This is an optimization exercise on Yosys and OpenROAD, whose aim is small area and a short achievable clock period, not a production implementation. Only simulation tests tie the RTL to the original design; equivalence was not proved. Power figures rest on the tool's default switching activity, not on a simulated workload.

==> flow/design.v (excerpt) <==
module axis_prog_intra_cycle_delay #(
  parameter  int DATA_WIDTH      = 256,
  parameter  int SAMPLE_WIDTH    = 16,
  parameter  int MAX_CYCLE_DELAY = 8,
  parameter  int RESET_DELAY     = 10,
  localparam int SPC             = DATA_WIDTH / SAMPLE_WIDTH,
  localparam int DW              = $clog2((MAX_CYCLE_DELAY + 1) * SPC)
) (
  input  logic                  clk,
  input  logic                  rst_n,
  input  logic [DATA_WIDTH-1:0] s_axis_tdata,
  input  logic                  s_axis_tvalid,
  input  logic                  s_axis_tlast,
  output logic [DATA_WIDTH-1:0] m_axis_tdata,
  output logic                  m_axis_tvalid,
  output logic                  m_axis_tlast,
  input  logic [DW-1:0]         cfg_delay,
  input  logic                  cfg_valid,
  output logic                  cfg_pending,
  output logic                  cfg_clamped,
  output logic [DW-1:0]         cur_delay
);
For scale: about 3000 flip-flops, about 540 I/O pins, about 84000 sq um of cells after synthesis.
Settings: LEC_CHECK=0, CAP_MARGIN=20, CORE_MARGIN=2, CORE_UTILIZATION=55, CTS_CLUSTER_DIAMETER=70, CTS_CLUSTER_SIZE=25, SETUP_SLACK_MARGIN=3.5, SLEW_MARGIN=20; clock period 6.0 ns.
standard.sh (not shown) runs the stock make flow with config.mk's settings and CLKGATE_MAP_FILE= SYNTH_SCRIPT=/design/flow/synth_recipe.tcl, a recipe that flattens the netlist after the stock synthesis.
==> flow/flow/run.sh <==
#!/bin/bash
set -euo pipefail
export BUFFER_PORTS_ARGS="-buffer_cell sky130_fd_sc_hd__buf_1"
export CTS_ARGS="-sink_clustering_enable -repair_clock_nets -sink_clustering_size 25 -sink_clustering_max_diameter 70 -dont_use_dummy_load"
bash standard.sh > standard.log 2>&1
Change:
- CORE_UTILIZATION: 55 -> 40
- SETUP_SLACK_MARGIN: 3.5 -> 3.8
Worst setup slack is worse by 57 ps.
Design area goes up by a few percent.
Area after synthesis is unchanged.
Count of clock-buffer cells in the layout goes up by 9.
Global-route usage goes down by 5.9 points.
Synthesized cell count does not change.
Maximum frequency goes down by a few percent.
Total power goes up slightly.
First-iteration DRC count goes down by a few percent.
Via count goes up slightly.
Change:
==> flow/flow/run.sh (replaced) <==
#!/bin/bash
# The standard layout (standard.sh: the standard flow's own ORFS flow and synthesis, unchanged), with:
# - the smallest buffer for the port buffers (timing repair still upsizes those on critical
#   paths) and clock tree synthesis without dummy loads, with config.mk's sink clustering;
# - after placement, each output port's flip-flop moved next to its port buffer (then
#   legalized), since the paths from those flip-flops to the ports set the achieved period.
set -euo pipefail
export BUFFER_PORTS_ARGS="-buffer_cell sky130_fd_sc_hd__buf_1"
export CTS_ARGS="-sink_clustering_enable -repair_clock_nets -sink_clustering_size 25 -sink_clustering_max_diameter 70 -dont_use_dummy_load"
bash standard.sh place > standard_place.log 2>&1
PULL_DB="$PWD/orfs/results/${FLOW_PLATFORM}/axis_prog_intra_cycle_delay/base/3_place.odb" \
  openroad -no_init -exit flow/pull_outputs.tcl > pull_outputs.log 2>&1
bash standard.sh > standard_finish.log 2>&1
==> flow/flow/pull_outputs.tcl (new file) <==
# Move each output port's driving flip-flop (and an inverter between it and the port buffer,
# if there is one) next to that port's buffer, then legalize. Reads and writes the ODB
# named by the PULL_DB environment variable.
read_db $::env(PULL_DB)
set block [ord::get_db_block]

proc driver_of {inst} {
  foreach it [$inst getITerms] {
    if {![$it isInputSignal]} continue
    set n [$it getNet]
    if {$n eq "NULL"} continue
    foreach it2 [$n getITerms] {
      if {[$it2 isOutputSignal]} { return [$it2 getInst] }
    }
  }
  return ""
}

proc single_input {inst} {
  set n 0
  foreach it [$inst getITerms] { if {[$it isInputSignal]} { incr n } }
  return [expr {$n == 1}]
}

set moved 0
foreach bt [$block getBTerms] {
  if {[$bt getIoType] ne "OUTPUT"} continue
  set net [$bt getNet]
  if {$net eq "NULL"} continue
  set buf ""
  foreach it [$net getITerms] { if {[$it isOutputSignal]} { set buf [$it getInst] } }
  if {$buf eq ""} continue
  set chain {}
  set d [driver_of $buf]
  if {$d ne "" && ![[$d getMaster] isSequential] && [single_input $d]} {
    lappend chain $d
    set d [driver_of $d]
  }
  if {$d eq "" || ![[$d getMaster] isSequential]} continue
  lappend chain $d
  set bb [$buf getBBox]
  foreach inst $chain {
    set fb [$inst getBBox]
    set dist [expr {abs([$bb xMin]-[$fb xMin]) + abs([$bb yMin]-[$fb yMin])}]
    if {$dist < 3000} continue
    $inst setLocation [$bb xMin] [$bb yMin]
    incr moved
  }
}
puts "pull_outputs: moved $moved instances"
detailed_placement
check_placement -verbose
write_db $::env(PULL_DB)
- CORE_UTILIZATION: 40 -> 50
- SETUP_SLACK_MARGIN: 3.8 -> 3.6
=> The changed run finished clean; setup slack improved by 170 ps; register-to-register slack got worse by 230 ps; clock-buffer cell count came out lower by 6; wire length came out lower by 5.0%; clock power barely changes; area after synthesis is unchanged.
Change:
- CORE_UTILIZATION: 50 -> 55
- SETUP_SLACK_MARGIN: 3.6 -> 3.5
Result: The changed run finished clean; cell area decreases by 1.0%; via count grows by 0.51%; non-clock buffer count went down by 4; synthesized area is unchanged; die area went down by 9.0%; wire length decreases by 3.7%; hold slack hardly moves; global-route usage rose by 1.8 points; register-to-register slack is worse by 40 ps; sequential power is about the same; cell count falls by 2.5%.
Change:
- SETUP_SLACK_MARGIN: 3.5 -> 3.7
Routed wire length went up by 1.2%; core utilization goes up by 0.25 points; area after synthesis does not change.
Change:
==> flow/flow/run.sh (replaced) <==
#!/bin/bash
set -euo pipefail
export BUFFER_PORTS_ARGS="-buffer_cell sky130_fd_sc_hd__buf_1"
export CTS_ARGS="-sink_clustering_enable -repair_clock_nets -sink_clustering_size 25 -sink_clustering_max_diameter 70 -dont_use_dummy_load"
bash standard.sh > standard.log 2>&1
- CORE_UTILIZATION: 55 -> 40
- SETUP_SLACK_MARGIN: 3.7 -> 3.5
removed: flow/flow/pull_outputs.tcl
Outcome:
- The new run passed the timing, DRC and antenna checks
- combinational power is about the same
- setup slack loses 120 ps
- worst hold slack loses 33 ps
- utilization is lower by 16 points
- design area is higher slightly
- global-route usage is lower by 6.3 points
- routed wire length is higher by a little under a tenth
- register-to-register slack loses 50 ps
- fmax is lower by a few percent
- total power is higher slightly
- clock power is higher by a few percent

==> afterwards: timing with drivers on the ports <==
No port has a modelled driver above. Below, the same layouts with a new extraction and two added sets of constraints. Step 1: set_driving_cell puts a clkbuf_16 on clk and a buf_2 on each other input, an assumption about the parent block. Step 2, shift: input delay + t, output delay - t, t = (earliest + latest rising clock arrival at the registers) / 2. This alone moves slack from input paths to output paths. a / b / c = ideal / step 1 / step 2; a / b = the first two.
run | shift t [ns] | setup slack, ns | clock arrival spread, ns | worst register clock-pin slew, ns | worst data-port slew with drivers (ns)
the first run | 0.864 | 3.345 / 3.263 / 2.852 | 0.070 / 0.070 | 0.10 / 0.10 | 0.20
the second run | 0.901 | 3.288 / 3.194 / 3.052 | 0.105 / 0.106 | 0.10 / 0.10 | 0.33
the third run | 0.850 | 3.458 / 3.373 / 3.068 | 0.086 / 0.087 | 0.10 / 0.10 | 0.28
the fourth run | 0.846 | 3.460 / 3.390 / 2.884 | 0.071 / 0.071 | 0.09 / 0.09 | 0.21
the fifth run | 0.842 | 3.457 / 3.369 / 3.162 | 0.073 / 0.074 | 0.10 / 0.10 | 0.32
the sixth run | 0.888 | 3.338 / 3.249 / 2.748 | 0.114 / 0.113 | 0.10 / 0.10 | 0.27
After both steps setup and hold are still met in every run listed. For the sixth run, which loses most, drivers alone change the setup slack by -0.089 ns; drivers and shift together by -0.590 ns.
